What follows belongs to an exercise in optimizing a design on an open flow for small area, a short achievable clock period and few clock cycles per item; a production flow would make more cautious choices. Where RTL was checked, it was by simulation tests only, not by an equivalence proof against the original. Function not checked in run 1: the RTL went through the layout flow alone. Power figures rest on the tool's default switching activity, not on a simulated workload.

==> design.v <==
module rs_decoder_16_8 (
   input  logic       clk,
   input  logic       rst,
   input  logic       din_val,
   input  logic       din_sop,
   input  logic       din_eop,
   input  logic [7:0] din,
   output logic       symb_out_val,
   output logic [7:0] symb_out_cnt,
   output logic [7:0] symb_corrected
);
   function automatic logic [7:0] to_tw(input logic [7:0] a);
      logic [7:0] t;
      t[0] = a[0];
      t[1] = a[5] ^ a[7];
      t[2] = a[2] ^ a[5];
      t[3] = a[1] ^ a[4] ^ a[6] ^ a[7];
      t[4] = a[2] ^ a[4] ^ a[5] ^ a[6] ^ a[7];
      t[5] = a[2] ^ a[5] ^ a[6];
      t[6] = a[1] ^ a[3] ^ a[4] ^ a[5];
      t[7] = a[5];
      to_tw = t;
   endfunction
   function automatic logic [7:0] from_tw(input logic [7:0] r);
      logic [7:0] o;
      o[0] = r[0];
      o[1] = r[2] ^ r[3] ^ r[4];
      o[2] = r[2] ^ r[7];
      o[3] = r[1] ^ r[2] ^ r[3] ^ r[5] ^ r[6];
      o[4] = r[1] ^ r[4] ^ r[5] ^ r[7];
      o[5] = r[7];
      o[6] = r[2] ^ r[5];
      o[7] = r[1] ^ r[7];
      from_tw = o;
   endfunction
   function automatic logic [3:0] g16_mul(input logic [3:0] a, input logic [3:0] b);
      logic [6:0] p;
      p = '0;
      for (int i = 0; i < 4; i++) if (b[i]) p = p ^ (7'(a) << i);
      for (int k = 6; k >= 4; k--) if (p[k]) p = p ^ (7'b0000011 << (k - 4)) ^ (7'b1 << k);
      g16_mul = p[3:0];
   endfunction
   function automatic logic [3:0] g16_inv(input logic [3:0] a);
      case (a)
         4'h0: g16_inv = 4'h0;  4'h1: g16_inv = 4'h1;  4'h2: g16_inv = 4'h9;  4'h3: g16_inv = 4'he;
         4'h4: g16_inv = 4'hd;  4'h5: g16_inv = 4'hb;  4'h6: g16_inv = 4'h7;  4'h7: g16_inv = 4'h6;
         4'h8: g16_inv = 4'hf;  4'h9: g16_inv = 4'h2;  4'ha: g16_inv = 4'hc;  4'hb: g16_inv = 4'h5;
         4'hc: g16_inv = 4'ha;  4'hd: g16_inv = 4'h4;  4'he: g16_inv = 4'h3;  4'hf: g16_inv = 4'h8;
         default: g16_inv = 4'h0;
      endcase
   endfunction
   function automatic logic [7:0] gf_mul(input logic [7:0] a, input logic [7:0] b);
      logic [3:0] m1, m0, mm;
      m1 = g16_mul(a[7:4], b[7:4]);
      m0 = g16_mul(a[3:0], b[3:0]);
      mm = g16_mul(a[7:4] ^ a[3:0], b[7:4] ^ b[3:0]);
      gf_mul = {mm ^ m0, g16_mul(m1, 4'h9) ^ m0};
   endfunction
   function automatic logic [7:0] gf_mulc(input logic [7:0] a, input logic [7:0] c);
      gf_mulc = gf_mul(a, to_tw(c));
   endfunction
   function automatic logic [7:0] gf_inv(input logic [7:0] a);
      logic [3:0] ah, al, n, ni;
      ah = a[7:4];
      al = a[3:0];
      n  = g16_mul(g16_mul(ah, ah), 4'h9) ^ g16_mul(ah, al) ^ g16_mul(al, al);
      ni = g16_inv(n);
      gf_inv = {g16_mul(ah, ni), g16_mul(ah ^ al, ni)};
   endfunction
   function automatic logic [7:0] horner_c(input int k);    
      case (k)
         1: horner_c = 8'h80;  2: horner_c = 8'h40;  3: horner_c = 8'h20;  4: horner_c = 8'h10;
         5: horner_c = 8'h08;  6: horner_c = 8'h04;  7: horner_c = 8'h02;  default: horner_c = 8'h01;
      endcase
   endfunction
   function automatic logic [7:0] ainv_c(input int i);      
      case (i)
         1: ainv_c = 8'h8e;  2: ainv_c = 8'h47;  3: ainv_c = 8'had;  4: ainv_c = 8'hd8;  default: ainv_c = 8'h01;
      endcase
   endfunction
   function automatic logic [7:0] apos_c(input int i);      
      apos_c = 8'(1 << i);
   endfunction
   function automatic logic [7:0] ainv2_c(input int i);     
      case (i)
         1: ainv2_c = 8'h47;  2: ainv2_c = 8'hd8;  3: ainv2_c = 8'h36;  4: ainv2_c = 8'h83;  default: ainv2_c = 8'h01;
      endcase
   endfunction
   function automatic logic [7:0] ainv3_c(input int i);     
      case (i)
         1: ainv3_c = 8'had;  2: ainv3_c = 8'h36;  3: ainv3_c = 8'hcf;  4: ainv3_c = 8'h7d;  default: ainv3_c = 8'h01;
      endcase
   endfunction
   function automatic logic [7:0] ainv4_c(input int i);     
      case (i)
         1: ainv4_c = 8'hd8;  2: ainv4_c = 8'h83;  3: ainv4_c = 8'h7d;  4: ainv4_c = 8'h16;  default: ainv4_c = 8'h01;
      endcase
   endfunction
   function automatic logic [7:0] ompre_c(input int i);     
      case (i)
         1: ompre_c = 8'h2c;  2: ompre_c = 8'h24;  3: ompre_c = 8'h59;  default: ompre_c = 8'h01;
      endcase
   endfunction
   logic       v_q, sop_q, eop_q;
   logic [7:0] d_q;
   logic       active;
   logic [5:0] t;
   logic       in_frame;
   logic [3:0] in_cnt;
   logic       acc, frame_done;
   logic [7:0] rx [16];
   logic [7:0] w  [8];           
   always_ff @(posedge clk) begin
      v_q   <= din_val && !rst;
      sop_q <= din_sop;
      eop_q <= din_eop;
      d_q   <= din;
   end
   assign acc        = v_q && !active;
   assign frame_done = acc && !sop_q && in_frame && (in_cnt == 4'd15) && eop_q;
   always_ff @(posedge clk) begin
      if (rst) begin
         in_frame <= 1'b0;
         in_cnt   <= '0;
      end else if (acc) begin
         if (sop_q) begin
            in_cnt   <= 4'd1;
            in_frame <= !eop_q;
         end else if (in_frame) begin
            in_cnt <= in_cnt + 4'd1;
            if ((in_cnt == 4'd15) || eop_q) in_frame <= 1'b0;
         end
      end
   end
   always_ff @(posedge clk) begin
      if (rst) begin
         active <= 1'b0;
         t      <= '0;
      end else if (frame_done) begin
         active <= 1'b1;
         t      <= '0;
      end else if (active) begin
         t <= t + 6'd1;
         if (t == 6'd36) active <= 1'b0;
      end
   end
   wire       bm_ph  = active && (t[5:4] == 2'b00);
   wire       dph    = bm_ph && !t[0];
   wire       uph    = bm_ph && t[0];
   wire [2:0] r      = t[3:1];
   wire       cnt_ph = active && (t[5:2] == 4'b0100);
   wire       s1_ph  = active && (t >= 6'd20) && (t <= 6'd35);
   wire       s2_ph  = active && (t >= 6'd21) && (t <= 6'd36);
   always_ff @(posedge clk) begin
      if (acc || s2_ph) begin
         for (int i = 0; i < 15; i++) rx[i] <= rx[i+1];
         rx[15] <= d_q;
      end
   end
   always_ff @(posedge clk) begin
      if (acc) begin
         for (int k = 0; k < 8; k++) w[k] <= (sop_q ? 8'h00 : gf_mulc(w[k], horner_c(k))) ^ to_tw(d_q);
      end else if (uph || (cnt_ph && (t[1:0] != 2'd3))) begin
         w[0] <= w[7];
         for (int k = 1; k < 8; k++) w[k] <= w[k-1];
         if (t == 6'd15) for (int k = 1; k <= 4; k++) w[k] <= '0;    
      end
   end
   logic [7:0] lam [5];
   logic [7:0] bb  [4];          
   logic [7:0] dlt;              
   logic       grow_q;
   logic [3:0] ll;
   logic [7:0] c [1:4];
   logic [7:0] dinv, num;
   logic       rt_q, ok;
   logic [3:0] ocnt;
   logic [7:0] mx [5];
   logic [7:0] my [5];
   logic [7:0] m  [5];
   logic [7:0] msum, ybus, inv_in, u, lam_nx [5];
   logic [7:0] deno, nume, e0;
   assign inv_in = s1_ph ? deno : dlt;
   assign u      = gf_inv(inv_in);
   assign ybus   = s2_ph ? dinv : (grow_q ? u : dlt);
   always_comb begin
      msum = '0;
      for (int i = 0; i < 5; i++) begin
         if (i == 0)                mx[i] = s2_ph ? num : lam[0];
         else                       mx[i] = (uph && !grow_q) ? bb[i-1] : lam[i];
         my[i] = (uph || s2_ph) ? ybus : w[i];
         m[i]  = gf_mul(mx[i], my[i]);
         msum  = msum ^ m[i];
      end
      if (grow_q) begin
         lam_nx[0] = m[0];
         for (int i = 1; i < 5; i++) lam_nx[i] = m[i] ^ bb[i-1];
      end else begin
         lam_nx[0] = lam[0];
         for (int i = 1; i < 5; i++) lam_nx[i] = lam[i] ^ m[i];
      end
   end
   always_ff @(posedge clk) begin
      if (dph) begin
         dlt    <= msum;
         grow_q <= (msum != 8'h00) && ({ll, 1'b0} <= {2'b00, r});
      end
   end
   always_ff @(posedge clk) begin
      if (frame_done) begin
         lam[0] <= 8'h01;
         for (int i = 1; i < 5; i++) lam[i] <= '0;
      end else if (uph) begin
         for (int i = 0; i < 5; i++) lam[i] <= lam_nx[i];
      end
   end
   always_ff @(posedge clk) begin
      if (frame_done) begin
         bb[0] <= 8'h01;
         for (int i = 1; i < 4; i++) bb[i] <= '0;
         ll <= '0;
      end else if (uph) begin
         if (grow_q) begin
            for (int i = 0; i < 4; i++) bb[i] <= m[i];
            ll <= {1'b0, r} + 4'd1 - ll;
         end else begin
            bb[0] <= '0;
            for (int i = 1; i < 4; i++) bb[i] <= bb[i-1];
         end
      end else if (cnt_ph) begin
         case (t[1:0])
            2'd0: bb[0] <= msum;
            2'd1: bb[1] <= gf_mulc(msum, ompre_c(1));
            2'd2: bb[2] <= gf_mulc(msum, ompre_c(2));
            default: bb[3] <= gf_mulc(msum, ompre_c(3));
         endcase
      end else if (s1_ph) begin
         for (int i = 1; i < 4; i++) bb[i] <= gf_mulc(bb[i], apos_c(i));
      end
   end
   logic [7:0] p1 [1:4];
   logic [7:0] p2 [1:4];
   logic [7:0] p3 [1:4];
   logic [7:0] ev [4];
   logic [4:0] roots;
   logic [2:0] nz;
   always_comb begin
      for (int k = 0; k < 4; k++) ev[k] = lam[0];
      e0 = lam[0];
      for (int i = 1; i <= 4; i++) begin
         p1[i] = gf_mulc(c[i], ainv_c(i));
         p2[i] = gf_mulc(c[i], ainv2_c(i));
         p3[i] = gf_mulc(c[i], ainv3_c(i));
         ev[0] = ev[0] ^ c[i];
         ev[1] = ev[1] ^ p1[i];
         ev[2] = ev[2] ^ p2[i];
         ev[3] = ev[3] ^ p3[i];
      end
      nz = '0;
      for (int k = 0; k < 4; k++) nz = nz + {2'b00, (ev[k] == 8'h00)};
      deno = c[1] ^ c[3];
      nume = bb[0] ^ bb[1] ^ bb[2] ^ bb[3];
   end
   wire [4:0] roots_n = roots + {2'b00, nz};
   always_ff @(posedge clk) begin
      if (uph && (t[3:1] == 3'd7)) begin
         for (int i = 1; i <= 4; i++) c[i] <= lam_nx[i];
      end else if (cnt_ph) begin
         for (int i = 1; i <= 4; i++) c[i] <= (t[1:0] == 2'd3) ? p3[i] : gf_mulc(c[i], ainv4_c(i));
      end else if (s1_ph) begin
         for (int i = 1; i <= 4; i++) c[i] <= gf_mulc(c[i], apos_c(i));
      end
   end
   always_ff @(posedge clk) begin
      if (bm_ph) roots <= '0;
      else if (cnt_ph) roots <= roots_n;
      if (cnt_ph && (t[1:0] == 2'd3)) ok <= (ll <= 4'd4) && (roots_n == {1'b0, ll});
   end
   always_ff @(posedge clk) begin
      if (s1_ph) begin
         dinv <= u;
         num  <= nume;
         rt_q <= ok && (ev[0] == 8'h00);
      end
   end
   always_ff @(posedge clk) begin
      if (rst || !s2_ph) begin
         symb_out_val   <= 1'b0;
         symb_out_cnt   <= '0;
         symb_corrected <= '0;
         ocnt           <= '0;
      end else begin
         symb_out_val   <= 1'b1;
         symb_out_cnt   <= {4'b0000, ocnt};
         symb_corrected <= rx[0] ^ (rt_q ? from_tw(m[0]) : 8'h00);
         ocnt           <= ocnt + 4'd1;
      end
   end
endmodule
==> run.sh <==
#!/bin/bash
# synth_recipe.tcl (not shown) runs the flow's synth.tcl, then flattens the netlist and writes it again
# the make line also repeats each setting of config.mk as NAME=value (left out here)
make -C /OpenROAD-flow-scripts/flow DESIGN_CONFIG=/design/flow/config.mk WORK_HOME=/design/flow/orfs CLKGATE_MAP_FILE= SYNTH_SCRIPT=/design/flow/synth_recipe.tcl finish
==> config.mk <==
export PLATFORM = sky130hd
export DESIGN_NAME = rs_decoder_16_8
export DESIGN_NICKNAME = rs_decoder_16_8
export VERILOG_FILES = /design/flow/design.v
export SDC_FILE = /design/flow/constraint.sdc
export NUM_CORES = 4
export LEC_CHECK = 0
export CAP_MARGIN = 20
export CORE_MARGIN = 2
export CORE_UTILIZATION = 30
export SLEW_MARGIN = 20
==> constraint.sdc <==
create_clock -name core_clock -period 25.0 [get_ports {clk}]
set_input_delay 5.0000 -clock core_clock [delete_from_list [all_inputs] [get_ports {clk}]]
set_output_delay 5.0000 -clock core_clock [all_outputs]
set_load 0.01 [all_outputs]
==> impl_results.md, run 1 <==
- Outcome: complete, no violations
- Max FO, Critical Path: 41
- GPL Wtd Cong: around 0.94
- Period utilization: between 30% and 40%
- Power density cells: ~80 mW/mm^2
- Total GRT Usage: approximately 18%
- FILL cells: ~10000
- # IOs: 30
- RSZ-0062 raised after global routing: no
- DR pass1 iterations: 6
- Primary FF master, synth: edfxtp_1
- HP Class: reg2reg
- Setup TNS: 0 ns
- Initial antenna violation count: 2
- Reg2reg start: t[0]
- Multi-input gate area: 0.0193 sq mm
- Share of power burned in registers: between 20% and 30%
- Max Clock Skew: approximately 0.017 ns
- CP Depth: 26
- Most common cell after layout, fill and taps aside: xnor2_1
- CTS resizes: 0
- Worst R2R End: bb[1][6]
- Post-route ant nets: 0
- CTS H-Tree Depth: 2
- FF+latch count, synth: roughly 370
- Leading post-synthesis cells by cell area: edfxtp_1 25%, xnor2_1 18%, dfxtp_1 8.0%
- WP data arrival: 10.28 ns
- Worst Path Buf+Inv: 2
- Die H: approximately 320 microns
- Num CTS Buffers: 42
- Via count: 23867
- CP Launch Type: flip-flop
- Hold Fails Final Rpt: 0
- FF-to-FF setup slack: approximately 15 ns
- Die W: 321 microns
- CP required: roughly 26 ns
- Peak supply drop: approximately 0.13 mV
- Comb pwr share: roughly 47%
- Hold Buf Count CTS: 0
- Maximum clock path buffer count: 3
- Largest net degree at the start of global routing: approximately 90
- Switching portion of total power: roughly 39%
- GRT overflow: 0
- PortBufs: 25
- Worst Setup End Kind: flip-flop
- Crit path max-delay family: XOR/XNOR gates
- Async SR Flop Fraction: 0%
- Critical path origin: t[0]
- Via density per instance: 5.27
- First-pass GRT wire length: between 100 and 150 mm
- Net Sw Power: ~1.0 mW
- Worst r2r path cells: 26
- Syn_area_per_cell: just over 9 sq um
- Routed wire length: roughly 94 mm
- Dpl hpwl: 68.3 mm
- Critical Path Max Stage Delay: 0.98 ns
- Cell taking the most area after synthesis: edfxtp_1
- Top-area cell type share of the netlist area: between 20% and 30%
- Critical Path End: bb[1][6]
- Mapped cell area: 0.0302 sq mm
- EDFF count, synth: between 200 and 300
- Final Max Tran Viols: 0
- Syn Inst Count: roughly 3300
- Rel. slew slack: between 20% and 30%
- Reg area: between 0.009 and 0.01 sq mm
- Clock latency on the worst-skew pair: slightly below 0.6 ns
- Clock period minus worst slack: between 9 and 10 ns
- Die ar.: between 0.1 and 0.15 sq mm
- Commonest cells after routing, fill and taps aside: 620 x xnor2_1, 327 x nor2_1, 297 x nand2_1
- Slew @ Worst Pin: 1.12 ns
- Area Growth Syn to Fin: 9.93%
- Clock root buffer master: clkbuf_16
- CTS tree: built
- Starting Density: a little over 30%
- Fmax: around 100 MHz
- Crit path kind: reg2reg
- Non-Filler Instances: between 4000 and 5000
- Routed wire length per instance: 20.7 microns
- DRT iter0 DRCs: roughly 2500
- Setup repair bufs after CTS: 0
- Residual DRC count: 0
- Pleak: 11.7 nW
- Dpl cells: 4449
- MaxCap Viol Count: 0
- Fin util: between 30 and 40%
- NumNets Final: around 3200
- Sequential fraction of the synthesis area: 33.0%
- CP dominant cell by count: xnor2_1
- Fin Hold WS: slightly above 0.4 ns
- Layout cells sized above 1: between 7 and 8%
- Clk slew on worst S/H paths: 0.07 ns
- Vias in the first global route: around 22000
- Yosys synthesis warning count: 14
- Num rows: roughly 120
- Setup violators final: 0
- Power Internal: ~1.6 mW
- Clock sink count: 372
- Placeable Area: between 0.09 and 0.1 sq mm
- CP max-delay cell: xnor3_1
- Clock power frac: 25.0%
- Cell variety after synth: about 100
[worst min-delay path by stage]
stage / slack, ns / startpoint / cells past startpoint / end
CTS: 0.42 / rx[9][3] / 0 / rx[8][3]
global route: 0.42 / rx[1][6] / 0 / rx[0][6]
global placement: 0.40 / rx[13][0] / 0 / rx[12][0]
floorplan: 0.40 / rx[1][0] / 0 / rx[0][0]
detailed placement: 0.40 / rx[11][7] / 0 / rx[10][7]
finish: 0.41 / rx[15][0] / 0 / rx[14][0]
[stage by stage]
step | worst slack [ns] | cell area (sq um) | total power, mW
2_1_floorplan | 17.15 | 30200 | 1.68
3_3_place_gp | 15.55 | 31700 | 1.98
3_5_place_dp | 15.32 | 31700 | 1.98
4_1_cts | 15.32 | 33100 | 2.65
5_1_grt | 14.58 | 33100 | 2.77
6_report | 15.22 | 33100 | 2.66
[state kept, by name, summed over array words and instances (netlist names), 4 cells and up]
register        cells
symb_corrected      8
t                   6
ocnt                4
dinv                8
roots               5
c                  32
num                 8
lam                40
symb_out_cnt        4
dlt                 8
ll                  4
w                  64
d_q                 8
rx                128
bb                 32
in_cnt              4
[layout make-up]
class / instances / area share (%)
clock inverters: 29 / 1.08
clock buffers: 49 / 3.31
flip-flops and latches: 372 / 30.0
multi-input cells: 2658 / 58.1
repair buffers: 83 / 2.07
diodes: 1 / 0.00755
inverters: 40 / 0.468
well taps: 1298 / 4.90
[Yosys cell counts (21+ instances only)]
master	n
xnor2_1	621
o21ai_1	21
nand2_1	299
inv_1	38
nor2b_1	40
dfxtp_1	121
nand3_1	38
ha_1	23
o21ai_0	224
clkbuf_1	159
o211ai_1	41
nor2_1	330
xnor3_1	40
xor2_1	244
nand2b_1	29
nor3_1	36
mux2i_1	106
a211oi_1	40
a21oi_1	140
edfxtp_1	251
[logic make-up after synthesis]
family / Yosys count / synth area share, %
xor+xnor: 937 / 30.3
simple gates: 892 / 13.3
compound gates: 667 / 14.3
flops: 372 / 33.0
buf+inv: 245 / 3.39
mux: 131 / 4.51
fa+ha+maj: 27 / 1.22
other cells: 1 / 0.0124
[metal layers]
metal,wire length (microns),part of all wire [%],up-vias,track usage [%]
li1,-,-,11148,-
met2,41100,44,1000,27.1
met3,7830,8.3,166,2.90
met1,42200,45,11551,25.6
met5,7,0.0075,-,0
met4,2820,3.0,2,5.60
[worst register-to-register path, delay by kind of cell (launching register included)]
kind / cells / cell delay (ns)
adders and majority gates: 2 / 0.51
DFF: 1 / 0.50
xor gates and xnor gates: 11 / 5.14
and+or+nand+nor: 4 / 0.57
buffers and inverters: 2 / 0.46
muxes: 1 / 0.47
AOI/OAI and AO/OA: 6 / 2.06
[power groups by stage]
stage / Sequential (mW) / Clock [mW] / Combinational [mW]
finish: 0.744 / 0.666 / 1.25
detailed placement: 0.756 / 0 / 1.22
floorplan: 0.726 / 0 / 0.951
CTS: 0.743 / 0.677 / 1.23
global route: 0.746 / 0.701 / 1.32
global placement: 0.755 / 0 / 1.23
==> run 2, diff against run 1 <==
--- a/design.v
+++ b/design.v
@@ -111,4 +111,5 @@
    logic [7:0] rx [16];
    logic [7:0] w  [8];           
+   logic [7:0] w_in [8];
    always_ff @(posedge clk) begin
       v_q   <= din_val && !rst;
@@ -133,23 +134,63 @@
       end
    end
+   logic       bd, bu, bn;       
+   logic       cnt_ph, s1_ph, s2_ph, cnt_last;
+   logic [1:0] ci;               
+   logic [2:0] r;                
+   logic       grow_q;
    always_ff @(posedge clk) begin
       if (rst) begin
          active <= 1'b0;
          t      <= '0;
+         cnt_ph <= 1'b0;
+         s1_ph  <= 1'b0;
+         s2_ph  <= 1'b0;
       end else if (frame_done) begin
          active <= 1'b1;
          t      <= '0;
+         cnt_ph <= 1'b0;
+         s1_ph  <= 1'b0;
+         s2_ph  <= 1'b0;
       end else if (active) begin
-         t <= t + 6'd1;
-         if (t == 6'd36) active <= 1'b0;
+         t      <= t + 6'd1;
+         if (t == 6'd39) active <= 1'b0;
+         cnt_ph <= (t >= 6'd18) && (t <= 6'd21);
+         s1_ph  <= (t >= 6'd22) && (t <= 6'd37);
+         s2_ph  <= (t >= 6'd23) && (t <= 6'd38);
+      end
+   end
+   always_ff @(posedge clk) begin
+      cnt_last <= active && (t == 6'd21);
+      if (frame_done) ci <= '0;
+      else if (cnt_ph) ci <= ci + 2'd1;
+   end
+   always_ff @(posedge clk) begin
+      if (rst) begin
+         bd <= 1'b0;
+         bu <= 1'b0;
+         bn <= 1'b0;
+      end else if (frame_done) begin
+         bd <= 1'b0;
+         bu <= 1'b1;              
+         bn <= 1'b0;
+         r  <= '0;
+      end else if (active && (t == 6'd18)) begin
+         bd <= 1'b0;
+         bu <= 1'b0;
+         bn <= 1'b0;
+      end else if (bd) begin
+         bd <= 1'b0;
+         bu <= 1'b1;
+      end else if (bu) begin
+         bu <= 1'b0;
+         bn <= grow_q && (r != 3'd7);
+         bd <= !grow_q && (r != 3'd7);
+         if (!grow_q) r <= r + 3'd1;
+      end else if (bn) begin
+         bn <= 1'b0;
+         bd <= 1'b1;
+         r  <= r + 3'd1;
       end
    end
-   wire       bm_ph  = active && (t[5:4] == 2'b00);
-   wire       dph    = bm_ph && !t[0];
-   wire       uph    = bm_ph && t[0];
-   wire [2:0] r      = t[3:1];
-   wire       cnt_ph = active && (t[5:2] == 4'b0100);
-   wire       s1_ph  = active && (t >= 6'd20) && (t <= 6'd35);
-   wire       s2_ph  = active && (t >= 6'd21) && (t <= 6'd36);
    always_ff @(posedge clk) begin
       if (acc || s2_ph) begin
@@ -158,20 +199,23 @@
       end
    end
+   always_comb begin
+      for (int k = 0; k < 8; k++) w_in[k] = (sop_q ? 8'h00 : gf_mulc(w[k], horner_c(k))) ^ to_tw(d_q);
+   end
    always_ff @(posedge clk) begin
       if (acc) begin
-         for (int k = 0; k < 8; k++) w[k] <= (sop_q ? 8'h00 : gf_mulc(w[k], horner_c(k))) ^ to_tw(d_q);
-      end else if (uph || (cnt_ph && (t[1:0] != 2'd3))) begin
+         for (int k = 0; k < 8; k++) w[k] <= w_in[k];
+      end else if (bu || (cnt_ph && !cnt_last)) begin
          w[0] <= w[7];
          for (int k = 1; k < 8; k++) w[k] <= w[k-1];
-         if (t == 6'd15) for (int k = 1; k <= 4; k++) w[k] <= '0;    
+         if (bu && (r == 3'd7)) for (int k = 1; k <= 4; k++) w[k] <= '0;    
       end
    end
-   logic [7:0] lam [5];
+   logic [7:0] lam [5];          
    logic [7:0] bb  [4];          
    logic [7:0] dlt;              
-   logic       grow_q;
+   logic [7:0] uinv;             
    logic [3:0] ll;
    logic [7:0] c [1:4];
-   logic [7:0] dinv, num;
+   logic [7:0] num;
    logic       rt_q, ok;
    logic [3:0] ocnt;
@@ -180,30 +224,31 @@
    logic [7:0] m  [5];
    logic [7:0] msum, ybus, inv_in, u, lam_nx [5];
-   logic [7:0] deno, nume, e0;
+   logic [7:0] deno, nume;
+   logic       bsel;
+   assign bsel   = bu || bn;
    assign inv_in = s1_ph ? deno : dlt;
    assign u      = gf_inv(inv_in);
-   assign ybus   = s2_ph ? dinv : (grow_q ? u : dlt);
+   assign ybus   = s2_ph ? uinv : (bn ? uinv : dlt);
    always_comb begin
       msum = '0;
       for (int i = 0; i < 5; i++) begin
-         if (i == 0)                mx[i] = s2_ph ? num : lam[0];
-         else                       mx[i] = (uph && !grow_q) ? bb[i-1] : lam[i];
-         my[i] = (uph || s2_ph) ? ybus : w[i];
+         if (i == 0) mx[i] = s2_ph ? num : lam[0];
+         else        mx[i] = bsel ? bb[i-1] : lam[i];
+         my[i] = (bsel || s2_ph) ? ybus : w[i];
          m[i]  = gf_mul(mx[i], my[i]);
          msum  = msum ^ m[i];
       end
-      if (grow_q) begin
-         lam_nx[0] = m[0];
-         for (int i = 1; i < 5; i++) lam_nx[i] = m[i] ^ bb[i-1];
-      end else begin
-         lam_nx[0] = lam[0];
-         for (int i = 1; i < 5; i++) lam_nx[i] = lam[i] ^ m[i];
-      end
+      lam_nx[0] = lam[0];
+      for (int i = 1; i < 5; i++) lam_nx[i] = lam[i] ^ m[i];
    end
    always_ff @(posedge clk) begin
-      if (dph) begin
+      if (frame_done) begin
+         dlt    <= w_in[0];
+         grow_q <= (w_in[0] != 8'h00);
+      end else if (bd) begin
          dlt    <= msum;
          grow_q <= (msum != 8'h00) && ({ll, 1'b0} <= {2'b00, r});
       end
+      if ((bu && grow_q) || s1_ph) uinv <= u;
    end
    always_ff @(posedge clk) begin
@@ -211,5 +256,5 @@
          lam[0] <= 8'h01;
          for (int i = 1; i < 5; i++) lam[i] <= '0;
-      end else if (uph) begin
+      end else if (bu) begin
          for (int i = 0; i < 5; i++) lam[i] <= lam_nx[i];
       end
@@ -220,7 +265,7 @@
          for (int i = 1; i < 4; i++) bb[i] <= '0;
          ll <= '0;
-      end else if (uph) begin
+      end else if (bu) begin
          if (grow_q) begin
-            for (int i = 0; i < 4; i++) bb[i] <= m[i];
+            for (int i = 0; i < 4; i++) bb[i] <= lam[i];
             ll <= {1'b0, r} + 4'd1 - ll;
          end else begin
@@ -228,11 +273,8 @@
             for (int i = 1; i < 4; i++) bb[i] <= bb[i-1];
          end
+      end else if (bn) begin
+         for (int i = 0; i < 4; i++) bb[i] <= m[i+1];
       end else if (cnt_ph) begin
-         case (t[1:0])
-            2'd0: bb[0] <= msum;
-            2'd1: bb[1] <= gf_mulc(msum, ompre_c(1));
-            2'd2: bb[2] <= gf_mulc(msum, ompre_c(2));
-            default: bb[3] <= gf_mulc(msum, ompre_c(3));
-         endcase
+         bb[ci] <= msum;          
       end else if (s1_ph) begin
          for (int i = 1; i < 4; i++) bb[i] <= gf_mulc(bb[i], apos_c(i));
@@ -247,5 +289,4 @@
    always_comb begin
       for (int k = 0; k < 4; k++) ev[k] = lam[0];
-      e0 = lam[0];
       for (int i = 1; i <= 4; i++) begin
          p1[i] = gf_mulc(c[i], ainv_c(i));
@@ -260,12 +301,12 @@
       for (int k = 0; k < 4; k++) nz = nz + {2'b00, (ev[k] == 8'h00)};
       deno = c[1] ^ c[3];
-      nume = bb[0] ^ bb[1] ^ bb[2] ^ bb[3];
+      nume = bb[0] ^ gf_mulc(bb[1], ompre_c(1)) ^ gf_mulc(bb[2], ompre_c(2)) ^ gf_mulc(bb[3], ompre_c(3));
    end
    wire [4:0] roots_n = roots + {2'b00, nz};
    always_ff @(posedge clk) begin
-      if (uph && (t[3:1] == 3'd7)) begin
+      if (bu && (r == 3'd7)) begin
          for (int i = 1; i <= 4; i++) c[i] <= lam_nx[i];
       end else if (cnt_ph) begin
-         for (int i = 1; i <= 4; i++) c[i] <= (t[1:0] == 2'd3) ? p3[i] : gf_mulc(c[i], ainv4_c(i));
+         for (int i = 1; i <= 4; i++) c[i] <= cnt_last ? p3[i] : gf_mulc(c[i], ainv4_c(i));
       end else if (s1_ph) begin
          for (int i = 1; i <= 4; i++) c[i] <= gf_mulc(c[i], apos_c(i));
@@ -273,11 +314,10 @@
    end
    always_ff @(posedge clk) begin
-      if (bm_ph) roots <= '0;
+      if (frame_done) roots <= '0;
       else if (cnt_ph) roots <= roots_n;
-      if (cnt_ph && (t[1:0] == 2'd3)) ok <= (ll <= 4'd4) && (roots_n == {1'b0, ll});
+      if (cnt_last) ok <= (ll <= 4'd4) && (roots_n == {1'b0, ll});
    end
    always_ff @(posedge clk) begin
       if (s1_ph) begin
-         dinv <= u;
          num  <= nume;
          rt_q <= ok && (ev[0] == 8'h00);
==> run 2 against run 1 <==
  * First-iteration DRC count down 22%
  * Area after synthesis shrank 4.1%
  * Combinational power rose by 100%
  * Critical path depth is 25 lower
  * Sequential share of layout area grew 2.7 points
  * Die area fell by 4.0%
  * Largest power group unchanged
==> impl_results.md, run 2 <==
- Most common cell after layout, fill and taps aside: xnor2_1
- Max Clock Skew: 0.0383 ns (+0.0211 ns)
- Worst Path Buf+Inv: 1 (-1)
- Fmax: 155 MHz (+52%)
- Regs by FF count: rx: 128 flops, w: 64 flops
- Die ar.: 0.0989 sq mm (-4.0%)
- Biggest register: rx
- Period utilization: 25.8% (-13 points)
- RSZ-0062 raised after global routing: no
- Routed wire length: 80.9 mm (-14%)
- CP Launch Type: flip-flop
- Clock root buffer master: clkbuf_16
- Area Growth Syn to Fin: 9.64%
- DRT iter0 DRCs: 1971 (-22%)
- Syn_area_per_cell: 9.57 sq um (+3.9%)
- Commonest cells after routing, fill and taps aside: 613 x xnor2_1, 304 x nand2_1, 292 x xor2_1
- Maximum clock path buffer count: 3 (unchanged)
- First-pass GRT wire length: 123 mm (-13%)
- Power density cells: 128 mW/mm^2 (+59%)
- CP required: 20.00 ns (-5.50 ns)
- Worst Setup End Kind: output port
- Uppermost layer routed: met4
- Slew @ Worst Pin: 1.02 ns (-0.100 ns)
- Final Max Tran Viols: 0 (unchanged)
- Die W: 314 microns (-2.0%)
- Switching portion of total power: 47.1% (+8.1 points)
- Setup repair bufs after CTS: 0 (unchanged)
- CTS resizes: 0 (unchanged)
- Via density per instance: 4.96 (-5.9%)
- FF+latch count, synth: 376 (+1.1%)
- CP max-delay cell: clkdlybuf4s50_1
- GRT overflow: 0 (unchanged)
- Via count: 20968 (-12%)
- Peak supply drop: 0.239 mV (+90%)
- Placeable Area: 0.0953 sq mm (-4.6%)
- Cell variety after synth: 88 (-15%)
- CP Cell Sequence: clkdlybuf4s50_1
- Overall Power: 4.05 mW (+52%)
- Crit path max-delay family: buffers and inverters
- Comb pwr share: 62.3% (+15 points)
- Diodes inserted: 0 (-1)
- Layout cells sized above 1: 6.68% (-0.78 points)
- Top-area cell type share of the netlist area: 29.7% (+4.7 points)
- Rel. slew slack: 32.0% (+8.7 points)
- Share of power burned in registers: 20.5% (-7.4 points)
- Largest net degree at the start of global routing: 94 (+5.6%)
- Sequential fraction of the synthesis area: 35.9% (+2.9 points)
- Setup TNS: 0 ns (unchanged)
- Max reg flops: 128 (unchanged)
- Pleak: 11.4 nW (-2.9%)
- Post-layout instance area: 0.0317 sq mm (-4.4%)
- Dpl hpwl: 59.0 mm (-14%)
- Routed wire length per instance: 19.1 microns (-7.8%)
- Met3 wire length: 5.24 mm (-33%)
- Num rows: 113 (-2.6%)
- Num CTS Buffers: 45 (+7.1%)
- Clk slew on worst S/H paths: 0.06 ns (about the same)
- Clock power frac: 17.3% (-7.7 points)
- PortBufs: 25 (unchanged)
- Async SR Flop Fraction: 0% (unchanged)
- Top post-synthesis cells by count: 614 x xnor2_1, 305 x nand2_1, 292 x nor2_1, 292 x xor2_1, 286 x edfxtp_1
- Clock period minus worst slack: 6.44 ns (-3.34 ns)
- Fin util: 33.3% (+0.074 points)
- Post-DP Area: 0.0301 sq mm (-4.9%)
- WP data arrival: 1.44 ns (-8.84 ns)
- Max FO, Critical Path: 1 (-98%)
- Total GRT Usage: 16.0% (-1.8 points)
- Outcome: complete, no violations
- NumNets Final: 2968 (-8.3%)
- MaxCap Viol Count: 0 (unchanged)
- Clock sink count: 376 (+1.1%)
- # IOs: 30 (unchanged)
- Residual DRC count: 0 (unchanged)
- Met2 routed WL: 36.3 mm (-12%)
- Setup violators final: 0 (unchanged)
- CTS tree: built
- Leading post-synthesis cells by cell area: edfxtp_1 30%, xnor2_1 19%, xor2_1 8.8%
- Primary FF master, synth: edfxtp_1
- GPL Wtd Cong: 0.951 (+1.6%)
- DR pass1 iterations: 6 (unchanged)
- Hold Buf Count CTS: 0 (unchanged)
- Vias in the first global route: 19686 (-11%)
- Cell taking the most area after synthesis: edfxtp_1
- Mapped cell area: 0.0289 sq mm (-4.1%)
- Initial antenna violation count: 0 (-2)
- Net Sw Power: 1.91 mW (+83%)
- Clock latency on the worst-skew pair: 0.62 ns (+0.03 ns)
- Critical Path Max Stage Delay: 0.54 ns (-0.44 ns)
- Power Internal: 2.14 mW (+32%)
- Post-route ant nets: 0 (unchanged)
- Starting Density: 30.3% (+0.15 points)
- Most frequent cell after synthesis: xnor2_1
- HP Class: reg2reg
- Crit path kind: reg2out
- WL met1: 36.6 mm (-13%)
- CTS H-Tree Depth: 2 (unchanged)
- Die H: 314 microns (-2.0%)
- Yosys synthesis warning count: 14 (unchanged)
- EDFF count, synth: 286 (+14%)
- Hold Fails Final Rpt: 0 (unchanged)
- Syn Inst Count: 3021 (-7.7%)
## run 2: cell families (layout without fill, tap and decap cells)
family	Yosys count	after routing	share of synthesized area [%]
adders and majority gates	27	27	1.27
xor gates and xnor gates	969	969	31.9
muxes	75	75	2.76
and+or+nand+nor	828	828	12.9
buffers and inverters	239	180	3.72
other	1	4	0.0130
AOI/OAI and AO/OA	506	506	11.5
DFF	376	376	35.9
## run 2: final timing paths
check / from / endpoint / slack (ns) / cells past startpoint
setup / recovery: symb_corrected[1] / symb_corrected[1] / 18.56 / 1
hold / removal: rx[6][0] / rx[5][0] / 0.40 / 0
setup reg to reg: bu / bb[3][2] / 19.33 / 12
hold reg to reg: rx[6][0] / rx[5][0] / 0.40 / 0
## run 2: area by class of cell
cell class	instances	area [sq um]
fillers	9687	63600
multi-input cells	2409	17500
clock inverters	27	359
flip-flops and latches	376	10400
clock buffers	57	1230
repair buffers	58	498
inverters	38	143
well taps	1265	1580
## run 2: metal layers
metal  global-route usage (%)  up-vias
li1                         -    10027
met1                     22.4    10107
met2                     25.3      681
met3                     2.38      153
met4                     5.34        0
met5                        0        -
## run 2: power groups by stage
stage	logic [mW]	clock network, mW	registers (mW)
3_5_place_dp	2.44	0	0.838
5_1_grt	2.60	0.737	0.831
2_1_floorplan	1.71	0	0.796
4_1_cts	2.46	0.715	0.825
3_3_place_gp	2.43	0	0.837
6_report	2.52	0.699	0.828
## run 2: through the flow
step / cells / hold WS (ns) / worst slack (ns)
floorplan: 3024 / 0.400 / 19.15
global placement: 4146 / 0.400 / 18.03
detailed placement: 4146 / 0.405 / 18.02
CTS: 4230 / 0.393 / 18.52
global route: 4230 / 0.401 / 18.51
finish: 4230 / 0.397 / 18.56
Testbench counts of run 2, summed over its fixed seeds: cycles 18,248, frames 320.
==> run 3, diff against run 2 <==
--- a/design.v
+++ b/design.v
@@ -154,12 +154,12 @@
       end else if (active) begin
          t      <= t + 6'd1;
-         if (t == 6'd39) active <= 1'b0;
-         cnt_ph <= (t >= 6'd18) && (t <= 6'd21);
-         s1_ph  <= (t >= 6'd22) && (t <= 6'd37);
-         s2_ph  <= (t >= 6'd23) && (t <= 6'd38);
+         if (t == 6'd37) active <= 1'b0;
+         cnt_ph <= (t >= 6'd17) && (t <= 6'd20);
+         s1_ph  <= (t >= 6'd20) && (t <= 6'd35);
+         s2_ph  <= (t >= 6'd21) && (t <= 6'd36);
       end
    end
    always_ff @(posedge clk) begin
-      cnt_last <= active && (t == 6'd21);
+      cnt_last <= active && (t == 6'd20);
       if (frame_done) ci <= '0;
       else if (cnt_ph) ci <= ci + 2'd1;
@@ -175,5 +175,5 @@
          bn <= 1'b0;
          r  <= '0;
-      end else if (active && (t == 6'd18)) begin
+      end else if (active && (t == 6'd17)) begin
          bd <= 1'b0;
          bu <= 1'b0;
@@ -184,7 +184,7 @@
       end else if (bu) begin
          bu <= 1'b0;
-         bn <= grow_q && (r != 3'd7);
-         bd <= !grow_q && (r != 3'd7);
-         if (!grow_q) r <= r + 3'd1;
+         bn <= grow_q && (r != 3'd0) && (r != 3'd7);
+         bd <= !(grow_q && (r != 3'd0)) && (r != 3'd7);
+         if (!(grow_q && (r != 3'd0))) r <= r + 3'd1;
       end else if (bn) begin
          bn <= 1'b0;
@@ -202,14 +202,15 @@
       for (int k = 0; k < 8; k++) w_in[k] = (sop_q ? 8'h00 : gf_mulc(w[k], horner_c(k))) ^ to_tw(d_q);
    end
+   wire d_last = bd && (r == 3'd7);
    always_ff @(posedge clk) begin
       if (acc) begin
          for (int k = 0; k < 8; k++) w[k] <= w_in[k];
-      end else if (bu || (cnt_ph && !cnt_last)) begin
+      end else if (bu || d_last || (cnt_ph && (ci <= 2'd1))) begin
          w[0] <= w[7];
          for (int k = 1; k < 8; k++) w[k] <= w[k-1];
-         if (bu && (r == 3'd7)) for (int k = 1; k <= 4; k++) w[k] <= '0;    
+         if (d_last) for (int k = 1; k <= 4; k++) w[k] <= '0;
       end
    end
-   logic [7:0] lam [5];          
+   logic [7:0] lam [1:4];        
    logic [7:0] bb  [4];          
    logic [7:0] dlt;              
@@ -220,8 +221,8 @@
    logic       rt_q, ok;
    logic [3:0] ocnt;
-   logic [7:0] mx [5];
-   logic [7:0] my [5];
-   logic [7:0] m  [5];
-   logic [7:0] msum, ybus, inv_in, u, lam_nx [5];
+   logic [7:0] mx [1:4];
+   logic [7:0] my [1:4];
+   logic [7:0] m  [1:4];
+   logic [7:0] msum, ybus, inv_in, u, lam_nx [1:4];
    logic [7:0] deno, nume;
    logic       bsel;
@@ -229,16 +230,15 @@
    assign inv_in = s1_ph ? deno : dlt;
    assign u      = gf_inv(inv_in);
-   assign ybus   = s2_ph ? uinv : (bn ? uinv : dlt);
+   assign ybus   = (s2_ph || bn) ? uinv : dlt;
    always_comb begin
-      msum = '0;
-      for (int i = 0; i < 5; i++) begin
-         if (i == 0) mx[i] = s2_ph ? num : lam[0];
+      msum = w[0];
+      for (int i = 1; i <= 4; i++) begin
+         if (i == 1) mx[i] = s2_ph ? num : (bsel ? bb[0] : lam[1]);
          else        mx[i] = bsel ? bb[i-1] : lam[i];
          my[i] = (bsel || s2_ph) ? ybus : w[i];
          m[i]  = gf_mul(mx[i], my[i]);
          msum  = msum ^ m[i];
+         lam_nx[i] = lam[i] ^ m[i];
       end
-      lam_nx[0] = lam[0];
-      for (int i = 1; i < 5; i++) lam_nx[i] = lam[i] ^ m[i];
    end
    always_ff @(posedge clk) begin
@@ -254,8 +254,7 @@
    always_ff @(posedge clk) begin
       if (frame_done) begin
-         lam[0] <= 8'h01;
-         for (int i = 1; i < 5; i++) lam[i] <= '0;
+         for (int i = 1; i <= 4; i++) lam[i] <= '0;
       end else if (bu) begin
-         for (int i = 0; i < 5; i++) lam[i] <= lam_nx[i];
+         for (int i = 1; i <= 4; i++) lam[i] <= lam_nx[i];
       end
    end
@@ -267,5 +266,6 @@
       end else if (bu) begin
          if (grow_q) begin
-            for (int i = 0; i < 4; i++) bb[i] <= lam[i];
+            bb[0] <= u;
+            for (int i = 1; i < 4; i++) bb[i] <= lam[i];
             ll <= {1'b0, r} + 4'd1 - ll;
          end else begin
@@ -274,7 +274,7 @@
          end
       end else if (bn) begin
-         for (int i = 0; i < 4; i++) bb[i] <= m[i+1];
-      end else if (cnt_ph) begin
-         bb[ci] <= msum;          
+         for (int i = 1; i < 4; i++) bb[i] <= m[i+1];
+      end else if (cnt_ph && !cnt_last) begin
+         bb[ci + 2'd1] <= msum;   
       end else if (s1_ph) begin
          for (int i = 1; i < 4; i++) bb[i] <= gf_mulc(bb[i], apos_c(i));
@@ -285,8 +285,9 @@
    logic [7:0] p3 [1:4];
    logic [7:0] ev [4];
+   logic [7:0] cd [1:4];         
    logic [4:0] roots;
    logic [2:0] nz;
    always_comb begin
-      for (int k = 0; k < 4; k++) ev[k] = lam[0];
+      for (int k = 0; k < 4; k++) ev[k] = 8'h01;
       for (int i = 1; i <= 4; i++) begin
          p1[i] = gf_mulc(c[i], ainv_c(i));
@@ -297,16 +298,20 @@
          ev[2] = ev[2] ^ p2[i];
          ev[3] = ev[3] ^ p3[i];
+         cd[i] = cnt_last ? p3[i] : c[i];
       end
       nz = '0;
       for (int k = 0; k < 4; k++) nz = nz + {2'b00, (ev[k] == 8'h00)};
-      deno = c[1] ^ c[3];
-      nume = bb[0] ^ gf_mulc(bb[1], ompre_c(1)) ^ gf_mulc(bb[2], ompre_c(2)) ^ gf_mulc(bb[3], ompre_c(3));
+      deno = cd[1] ^ cd[3];
+      nume = w[3] ^ gf_mulc(bb[1], ompre_c(1)) ^ gf_mulc(bb[2], ompre_c(2)) ^ gf_mulc(bb[3], ompre_c(3));
    end
    wire [4:0] roots_n = roots + {2'b00, nz};
+   wire       ok_n    = (ll <= 4'd4) && (roots_n == {1'b0, ll});
+   wire       ok_now  = cnt_last ? ok_n : ok;
+   wire       root_s1 = cnt_last ? (ev[3] == 8'h00) : (ev[0] == 8'h00);
    always_ff @(posedge clk) begin
       if (bu && (r == 3'd7)) begin
          for (int i = 1; i <= 4; i++) c[i] <= lam_nx[i];
       end else if (cnt_ph) begin
-         for (int i = 1; i <= 4; i++) c[i] <= cnt_last ? p3[i] : gf_mulc(c[i], ainv4_c(i));
+         for (int i = 1; i <= 4; i++) c[i] <= cnt_last ? p2[i] : gf_mulc(c[i], ainv4_c(i));
       end else if (s1_ph) begin
          for (int i = 1; i <= 4; i++) c[i] <= gf_mulc(c[i], apos_c(i));
@@ -316,10 +321,10 @@
       if (frame_done) roots <= '0;
       else if (cnt_ph) roots <= roots_n;
-      if (cnt_last) ok <= (ll <= 4'd4) && (roots_n == {1'b0, ll});
+      if (cnt_last) ok <= ok_n;
    end
    always_ff @(posedge clk) begin
       if (s1_ph) begin
          num  <= nume;
-         rt_q <= ok && (ev[0] == 8'h00);
+         rt_q <= ok_now && root_s1;
       end
    end
@@ -333,5 +338,5 @@
          symb_out_val   <= 1'b1;
          symb_out_cnt   <= {4'b0000, ocnt};
-         symb_corrected <= rx[0] ^ (rt_q ? from_tw(m[0]) : 8'h00);
+         symb_corrected <= rx[0] ^ (rt_q ? from_tw(m[1]) : 8'h00);
          ocnt           <= ocnt + 4'd1;
       end
==> run 3 against run 2 <==
  * Largest cell class unchanged
  * Critical path type unchanged
  * Sequential cell count stayed put
  * Still clean
  * Die area is 6.2% lower
  * Register-to-register slack worse by 0.16 ns
  * Highest routed layer unchanged
  * Routed wire length is 8.3% lower
  * Hold slack better by 0.017 ns
  * Combinational power is 95% lower
==> impl_results.md, run 3 <==
- Die ar.: 0.0927 sq mm (-6.2%)
- # IOs: 30 (unchanged)
- Crit path max-delay family: buffers and inverters
- Num rows: 110 (-2.7%)
- Clock root buffer master: clkbuf_16
- Biggest register: rx
- Non-Filler Instances: 3977 (-6.0%)
- Worst Setup End Kind: output port
- Comb pwr share: 8.9% (-53 points)
- Vias in the first global route: 18527 (-5.9%)
- Critical Path Max Stage Delay: 0.55 ns (about the same)
- Clk slew on worst S/H paths: 0.06 ns (about the same)
- Cell taking the most area after synthesis: edfxtp_1
- Routed wire length per instance: 18.6 microns (-2.5%)
- Fmax: 156 MHz (+0.16%)
- Yosys synthesis warning count: 15 (+1)
- Slew @ Worst Pin: 1.11 ns (+0.0893 ns)
- Largest net degree at the start of global routing: 98 (+4.3%)
- Layout cells sized above 1: 5.82% (-0.86 points)
- GRT overflow: 0 (unchanged)
- Starting Density: 30.2% (-0.15 points)
- Max Clock Skew: 0.0169 ns (-0.0214 ns)
- Net Sw Power: 365 uW (-81%)
- Primary FF master, synth: edfxtp_1
- WP data arrival: 1.43 ns (about the same)
- Clock latency on the worst-skew pair: 0.59 ns (-0.03 ns)
- Dpl hpwl: 53.2 mm (-9.9%)
- Via count: 19649 (-6.3%)
- Mapped cell area: 0.0271 sq mm (-6.3%)
- Maximum clock path buffer count: 3 (unchanged)
- Outcome: complete, no violations
- Max reg flops: 128 (unchanged)
- CTS resizes: 0 (unchanged)
- CTS tree: built
- CP Cell Sequence: clkdlybuf4s50_1
- EDFF count, synth: 285 (-0.35%)
- Syn_area_per_cell: 9.62 sq um (+0.54%)
- Total GRT Usage: 15.6% (-0.40 points)
- Via density per instance: 4.94 (-0.33%)
- Peak supply drop: 0.0422 mV (-82%)
- Top-area cell type share of the netlist area: 31.6% (+1.9 points)
- Hold Fails Final Rpt: 0 (unchanged)
- Final Max Tran Viols: 0 (unchanged)
- Fin Hold WS: 0.414 ns (+0.0168 ns)
- CTS H-Tree Depth: 2 (unchanged)
- First-pass GRT wire length: 113 mm (-8.1%)
- Routed wire length: 74.1 mm (-8.3%)
- Area Growth Syn to Fin: 10.8%
- Pleak: 10.5 nW (-7.6%)
- Setup TNS: 0 ns (unchanged)
- Die W: 305 microns (-3.2%)
- Post-route ant nets: 0 (unchanged)
- Crit path kind: reg2out
- FF+latch count, synth: 376 (unchanged)
- CP Launch Type: flip-flop
- Die H: 305 microns (-3.2%)
- Setup repair bufs after CTS: 0 (unchanged)
- CP required: 20.00 ns (about the same)
- Placeable Area: 0.0897 sq mm (-5.8%)
- Most common cell after layout, fill and taps aside: xnor2_1
- Commonest cells after routing, fill and taps aside: 623 x xnor2_1, 335 x nor2_1, 292 x xor2_1
- MaxCap Viol Count: 0 (unchanged)
- Setup violators final: 0 (unchanged)
- Rel. slew slack: 25.6% (-6.4 points)
- Top post-synthesis cells by count: 623 x xnor2_1, 338 x nor2_1, 293 x xor2_1
- Num CTS Buffers: 43 (-4.4%)
- Syn Inst Count: 2815 (-6.8%)
- Max FO, Critical Path: 1 (unchanged)
- Clock period minus worst slack: 6.43 ns (-0.0106 ns)
- Residual DRC count: 0 (unchanged)
- Clock sink count: 376 (unchanged)
- Regs by FF count: rx: 128 flops, w: 64 flops
- DR pass1 iterations: 5 (-1)
- Power Internal: 1.15 mW (-46%)
- PortBufs: 25 (unchanged)
- DRT iter0 DRCs: 1652 (-16%)
- Switching portion of total power: 24.1% (-23 points)
- Dpl cells: 3897 (-6.0%)
- CP max-delay cell: clkdlybuf4s50_1
- HP Class: reg2reg
- Worst Path Buf+Inv: 1 (unchanged)
- Sequential fraction of the synthesis area: 38.3% (+2.4 points)
- Share of power burned in registers: 46.5% (+26 points)
- Hold Buf Count CTS: 0 (unchanged)
- Diodes inserted: 0 (unchanged)
- Async SR Flop Fraction: 0% (unchanged)
- Initial antenna violation count: 0 (unchanged)
- NumNets Final: 2812 (-5.3%)
- Period utilization: 25.7% (-0.042 points)
- RSZ-0062 raised after global routing: no
- GPL Wtd Cong: 0.927 (-2.6%)
- Power density cells: 50.4 mW/mm^2 (-60%)
- Clock power frac: 44.7% (+27 points)
- Leading post-synthesis cells by cell area: edfxtp_1 32%, xnor2_1 20%, xor2_1 9.5%
- Cell variety after synth: 84 (-4.5%)
- Most frequent cell after synthesis: xnor2_1
-- run 3: cells by family (layout without fill, tap and decap cells) --
logic type / Yosys count / after routing / synth area share [%]
simple gates: 779 / 779 / 12.8
buf+inv: 199 / 182 / 3.08
compound gates: 409 / 409 / 9.56
fa+ha+maj: 33 / 33 / 1.63
mux: 76 / 76 / 2.85
xor+xnor: 942 / 942 / 31.7
flops: 376 / 376 / 38.3
other cells: 1 / 4 / 0.0138
-- run 3: final timing paths --
kind	from	slack [ns]	cells past startpoint	endpoint
max	symb_corrected[7]	18.57	1	symb_corrected[7]
min	rx[7][7]	0.41	0	rx[6][7]
max reg2reg	cnt_last	19.17	19	bb[0][6]
min reg2reg	rx[7][7]	0.41	0	rx[6][7]
-- run 3: cell type report --
type	count	area, sq um
fillers	9083	59700
multi-input cells	2243	15900
flip-flops and latches	376	10400
well taps	1176	1470
clock buffers	58	1200
repair buffers	66	558
clock inverters	22	318
inverters	36	138
-- run 3: metrics by stage --
| step | cell area [sq um] | utilization (%) | setup slack [ns] | power, mW |
|---|---|---|---|---|
| 2_1_floorplan | 27100 | - | 19.08 | 0.816 |
| 3_3_place_gp | 28500 | 31.7 | 18.23 | 0.849 |
| 3_5_place_dp | 28500 | 31.7 | 18.26 | 0.851 |
| 4_1_cts | 30000 | 33.4 | 18.53 | 1.53 |
| 5_1_grt | 30000 | 33.4 | 18.52 | 1.57 |
| 6_report | 30000 | 33.4 | 18.57 | 1.51 |
-- run 3: power by group through the flow --
| stage | clock network, mW | logic (mW) | registers, mW |
|---|---|---|---|
| after floorplan | 0 | 0.105 | 0.712 |
| after global placement | 0 | 0.133 | 0.716 |
| after detailed placement | 0 | 0.134 | 0.717 |
| after CTS | 0.691 | 0.135 | 0.704 |
| after global routing | 0.712 | 0.149 | 0.705 |
| final | 0.676 | 0.134 | 0.704 |
-- run 3: per-layer routing --
metal  wire, microns  vias up  track usage [%]
met2           33300      618             24.6
met1           33300     9507             21.9
met3            4800      141             1.97
li1                -     9383                -
met5               0        -                0
met4            2740        0             5.77
Testbench counts of run 3, summed over its fixed seeds: cycles 17,608, frames 320.
==> run 4, diff against run 3 <==
--- a/design.v
+++ b/design.v
@@ -70,6 +70,6 @@
    function automatic logic [7:0] horner_c(input int k);    
       case (k)
-         1: horner_c = 8'h80;  2: horner_c = 8'h40;  3: horner_c = 8'h20;  4: horner_c = 8'h10;
-         5: horner_c = 8'h08;  6: horner_c = 8'h04;  7: horner_c = 8'h02;  default: horner_c = 8'h01;
+         0: horner_c = 8'h02;  2: horner_c = 8'h80;  3: horner_c = 8'h40;  4: horner_c = 8'h20;
+         5: horner_c = 8'h10;  6: horner_c = 8'h08;  7: horner_c = 8'h04;  default: horner_c = 8'h01;
       endcase
    endfunction
@@ -154,12 +154,12 @@
       end else if (active) begin
          t      <= t + 6'd1;
-         if (t == 6'd37) active <= 1'b0;
-         cnt_ph <= (t >= 6'd17) && (t <= 6'd20);
-         s1_ph  <= (t >= 6'd20) && (t <= 6'd35);
-         s2_ph  <= (t >= 6'd21) && (t <= 6'd36);
+         if (t == 6'd36) active <= 1'b0;
+         cnt_ph <= (t >= 6'd16) && (t <= 6'd19);
+         s1_ph  <= (t >= 6'd19) && (t <= 6'd34);
+         s2_ph  <= (t >= 6'd20) && (t <= 6'd35);
       end
    end
    always_ff @(posedge clk) begin
-      cnt_last <= active && (t == 6'd20);
+      cnt_last <= active && (t == 6'd19);
       if (frame_done) ci <= '0;
       else if (cnt_ph) ci <= ci + 2'd1;
@@ -171,9 +171,9 @@
          bn <= 1'b0;
       end else if (frame_done) begin
-         bd <= 1'b0;
-         bu <= 1'b1;              
+         bd <= 1'b1;
+         bu <= 1'b0;
          bn <= 1'b0;
-         r  <= '0;
-      end else if (active && (t == 6'd17)) begin
+         r  <= 3'd1;
+      end else if (active && (t == 6'd16)) begin
          bd <= 1'b0;
          bu <= 1'b0;
@@ -184,7 +184,7 @@
       end else if (bu) begin
          bu <= 1'b0;
-         bn <= grow_q && (r != 3'd0) && (r != 3'd7);
-         bd <= !(grow_q && (r != 3'd0)) && (r != 3'd7);
-         if (!(grow_q && (r != 3'd0))) r <= r + 3'd1;
+         bn <= grow_q && (r != 3'd7);
+         bd <= !grow_q && (r != 3'd7);
+         if (!grow_q) r <= r + 3'd1;
       end else if (bn) begin
          bn <= 1'b0;
@@ -228,5 +228,5 @@
    logic       bsel;
    assign bsel   = bu || bn;
-   assign inv_in = s1_ph ? deno : dlt;
+   assign inv_in = !active ? w_in[1] : (s1_ph ? deno : dlt);
    assign u      = gf_inv(inv_in);
    assign ybus   = (s2_ph || bn) ? uinv : dlt;
@@ -243,8 +243,5 @@
    end
    always_ff @(posedge clk) begin
-      if (frame_done) begin
-         dlt    <= w_in[0];
-         grow_q <= (w_in[0] != 8'h00);
-      end else if (bd) begin
+      if (bd) begin
          dlt    <= msum;
          grow_q <= (msum != 8'h00) && ({ll, 1'b0} <= {2'b00, r});
@@ -254,5 +251,6 @@
    always_ff @(posedge clk) begin
       if (frame_done) begin
-         for (int i = 1; i <= 4; i++) lam[i] <= '0;
+         lam[1] <= w_in[1];
+         for (int i = 2; i <= 4; i++) lam[i] <= '0;
       end else if (bu) begin
          for (int i = 1; i <= 4; i++) lam[i] <= lam_nx[i];
@@ -261,7 +259,8 @@
    always_ff @(posedge clk) begin
       if (frame_done) begin
-         bb[0] <= 8'h01;
-         for (int i = 1; i < 4; i++) bb[i] <= '0;
-         ll <= '0;
+         bb[0] <= u;
+         bb[1] <= (w_in[1] == 8'h00) ? 8'h01 : 8'h00;
+         for (int i = 2; i < 4; i++) bb[i] <= '0;
+         ll <= (w_in[1] == 8'h00) ? 4'd0 : 4'd1;
       end else if (bu) begin
          if (grow_q) begin
@@ -338,6 +337,6 @@
          symb_out_val   <= 1'b1;
          symb_out_cnt   <= {4'b0000, ocnt};
-         symb_corrected <= rx[0] ^ (rt_q ? from_tw(m[1]) : 8'h00);
          ocnt           <= ocnt + 4'd1;
+         symb_corrected <= rx[0] ^ (rt_q ? from_tw(m[1]) : 8'h00);
       end
    end
==> run 4 against run 3 <==
  * Global-route usage is 1.0 points higher
  * Sequential power is about 20% higher
  * Combinational power grew to 18 times the previous value
  * Clock power about the same
  * Maximum frequency decreased by 3.6%
  * Count of clock-buffer cells in the layout grew 4
  * Synthesized cell count decreased by 2.3%
  * Setup slack worse by 0.24 ns
  * Routed wire length is 3.0% higher
  * Sequential share of layout area is 0.66 points higher
  * Non-clock buffer count shrank 2
  * Hold slack improved by 0.0015 ns
==> impl_results.md, run 4 <==
- Top-area cell type share of the netlist area: 33.2% (+1.6 points)
- Clock period minus worst slack: 6.67 ns (+0.241 ns)
- WHS Endpoint: rx[5][4]
- Clock power frac: 17.3% (-27 points)
- RSZ-0062 raised after global routing: no
- Clock root buffer master: clkbuf_16
- DRT iter0 DRCs: 2179 (+32%)
- FF-to-FF setup slack: 18.33 ns (-0.84 ns)
- Pleak: 10.3 nW (-2.5%)
- Outcome: complete, no violations
- Primary FF master, synth: edfxtp_1
- WP data arrival: 7.10 ns (+5.67 ns)
- Hold Crit Depth: 0 (unchanged)
- Sequential fraction of the synthesis area: 39.1% (+0.80 points)
- Die ar.: 0.0919 sq mm (-0.91%)
- Placeable Area: 0.0885 sq mm (-1.4%)
- Final Max Tran Viols: 0 (unchanged)
- Cell taking the most area after synthesis: edfxtp_1
- GRT overflow: 0 (unchanged)
- Clock sink count: 376 (unchanged)
- CTS tree: built
- Via density per instance: 4.97 (+0.56%)
- Critical path origin: sop_q
- Yosys synthesis warning count: 15 (unchanged)
- Initial antenna violation count: 0 (unchanged)
- CTS H-Tree Depth: 2 (unchanged)
- Slew @ Worst Pin: 1.08 ns (-0.0239 ns)
- Mapped cell area: 0.0268 sq mm (-0.92%)
- Max Clock Skew: 0.0532 ns (+0.0364 ns)
- Worst R2R End: bb[0][5]
- DR pass1 iterations: 8 (+3)
- Crit path kind: reg2reg
- Overall Power: 3.91 mW (+160%)
- Syn Inst Count: 2751 (-2.3%)
- Min-delay src: rx[6][4]
- Clock latency on the worst-skew pair: 0.62 ns (+0.03 ns)
- Largest net degree at the start of global routing: 96 (-2.0%)
- GPL Wtd Cong: 0.982 (+5.9%)
- Syn_area_per_cell: 9.76 sq um (+1.4%)
- Reg2reg start: sop_q
- Setup TNS: 0 ns (unchanged)
- Area Growth Syn to Fin: 11.0%
- Commonest cells after routing, fill and taps aside: 654 x xnor2_1, 370 x nor2_1, 297 x edfxtp_1
- Dpl hpwl: 55.9 mm (+5.1%)
- Num CTS Buffers: 44 (+2.3%)
- Cell variety after synth: 85 (+1.2%)
- Period utilization: 26.7% (+0.97 points)
- Comb pwr share: 61.0% (+52 points)
- Biggest register: rx
- Regs by FF count: rx: 128 flops, w: 64 flops
- FF+latch count, synth: 376 (unchanged)
- Routed wire length: 76.4 mm (+3.0%)
- Switching portion of total power: 46.8% (+23 points)
- Num rows: 109 (-0.91%)
- Vias in the first global route: 18902 (+2.0%)
- Layout cells sized above 1: 6.39% (+0.57 points)
- MaxCap Viol Count: 0 (unchanged)
- Max FO, Critical Path: 42 (+41)
- Via count: 19475 (-0.89%)
- Die W: 303 microns (-0.45%)
- NumNets Final: 2765 (-1.7%)
- Setup repair bufs after CTS: 0 (unchanged)
- Total GRT Usage: 16.6% (+1.0 points)
- Hold Buf Count CTS: 0 (unchanged)
- Post-route ant nets: 0 (unchanged)
- Top post-synthesis cells by count: 655 x xnor2_1, 372 x nor2_1, 297 x edfxtp_1
- Leading post-synthesis cells by cell area: edfxtp_1 33%, xnor2_1 21%, xor2_1 8.0%
- Power Internal: 2.08 mW (+81%)
- Most common cell after layout, fill and taps aside: xnor2_1
- HP Class: reg2reg
- Rel. slew slack: 27.3% (+1.7 points)
- Hold Fails Final Rpt: 0 (unchanged)
- Worst Setup End Kind: flip-flop
- Net Sw Power: 1.83 mW (+400%)
- Peak supply drop: 0.149 mV (+250%)
- Setup violators final: 0 (unchanged)
- # IOs: 30 (unchanged)
- CP Launch Type: flip-flop
- PortBufs: 25 (unchanged)
- Fmax: 150 MHz (-3.6%)
- Clk slew on worst S/H paths: 0.06 ns (about the same)
- Non-Filler Instances: 3920 (-1.4%)
- Async SR Flop Fraction: 0% (unchanged)
- Max reg flops: 128 (unchanged)
- Power density cells: 131 mW/mm^2 (+160%)
- Worst r2r path cells: 17 (-2)
- First-pass GRT wire length: 118 mm (+3.9%)
- CP required: 25.43 ns (+5.43 ns)
- EDFF count, synth: 297 (+4.2%)
- Maximum clock path buffer count: 3 (unchanged)
- Die H: 303 microns (-0.45%)
- Starting Density: 30.3% (+0.14 points)
- Dpl cells: 3840 (-1.5%)
- Share of power burned in registers: 21.7% (-25 points)
- Residual DRC count: 0 (unchanged)
- CTS resizes: 0 (unchanged)
- Routed wire length per instance: 19.5 microns (+4.5%)
- Most frequent cell after synthesis: xnor2_1
-- run 4: worst max path at each step --
stage / endpoint / slack, ns / depth (start not counted)
floorplan: r[0] / 19.31 / 2
global placement: symb_out_cnt[1] / 18.30 / 4
detailed placement: symb_out_cnt[3] / 18.27 / 4
CTS: symb_corrected[5] / 18.50 / 1
global route: bb[0][1] / 18.02 / 18
finish: bb[0][5] / 18.33 / 17
-- run 4: kinds of logic after synthesis --
logic type / Yosys count / share of synthesized area, %
and+or+nand+nor: 781 / 12.7
buffers and inverters: 183 / 2.85
muxes: 91 / 3.61
other: 1 / 0.0140
DFF: 376 / 39.1
adders and majority gates: 31 / 1.56
AOI/OAI and AO/OA: 360 / 8.53
xor gates and xnor gates: 928 / 31.6
-- run 4: per-layer routing --
metal  share of wire, %  up-vias  GRT usage, %
met5                  0        -             0
met4                4.8        0          7.76
met3                7.1      162          2.38
met2                 43      752          25.0
met1                 45     9365          23.5
li1                   -     9196             -
-- run 4: final cells by class --
type	count	area [sq um]
timing repair buffer	64	543
multi-input combinational	2195	15600
clock buffer	62	1240
antenna	1	2.50
tap	1165	1460
fill	8944	58700
clock inverter	17	272
inverter	40	150
sequential	376	10500
-- run 4: power groups by stage --
stage                     clock, mW  combinational, mW  sequential, mW
final                         0.675               2.38           0.848
after global routing          0.714               2.50           0.850
after CTS                     0.693               2.32           0.846
after detailed placement          0               2.30           0.859
after global placement            0               2.30           0.860
after floorplan                   0               1.58           0.840
-- run 4: metrics by stage --
step           worst slack (ns)  util [%]  hold slack, ns  instance area [sq um]
2_1_floorplan             19.31         -           0.400                  26900
3_5_place_dp              18.27      31.9           0.405                  28300
6_report                  18.33      33.7           0.416                  29800
4_1_cts                   18.50      33.6           0.416                  29800
3_3_place_gp              18.30      31.9           0.401                  28300
5_1_grt                   18.02      33.7           0.419                  29800
-- run 4: critical path: stages (launching register included) --
cell       delay [ns]
dfxtp_2          0.72
buf_4            0.52
nor2b_1          0.11
xnor2_1          0.56
o22ai_1          0.28
nor2_2           0.42
inv_2            0.18
o32ai_1          0.32
a21oi_1          0.11
o211ai_1         0.20
xor2_1           0.41
ha_1             0.33
xor2_1           0.17
mux2i_1          0.82
mux2i_1          0.16
o22a_1           0.26
xnor2_1          0.63
o2bb2ai_1        0.23
Testbench counts of run 4, summed over its fixed seeds: cycles 17,288, frames 320.

==> afterwards: timing with drivers on the ports <==
How much do the figures lean on ideal ports? The routed layouts below were timed once more, with nothing changed but the port constraints. Step 1 (the two cells are an assumption about what drives the block):
set clk [get_ports {clk}]
set_driving_cell -lib_cell sky130_fd_sc_hd__clkbuf_16 $clk
set_driving_cell -lib_cell sky130_fd_sc_hd__buf_2 [delete_from_list [all_inputs] $clk]
Step 2 moves the port delays by t, midway between the first and last clock arrival at a register: inputs arrive t later, outputs are due t later. That takes back most of the time a late clock gives input paths. Slacks: no drivers / after step 1 / after step 2; pairs: no drivers / after step 1.
run	shift t [ns]	slack for setup (ns)	worst hold slack (ns)	worst data-port slew with drivers (ns)
run 1	0.653	15.215 / 15.215 / 15.215	0.411 / 0.411 / 0.411	0.04
run 2	0.655	18.560 / 18.504 / 17.975	0.397 / 0.397 / 0.397	0.04
run 3	0.642	18.571 / 18.509 / 18.275	0.414 / 0.414 / 0.414	0.04
run 4	0.654	18.329 / 18.329 / 18.279	0.416 / 0.416 / 0.416	0.04
After both steps setup and hold are still met in every run listed. For run 2, which loses most, drivers alone change the setup slack by -0.056 ns; drivers and shift together by -0.585 ns.
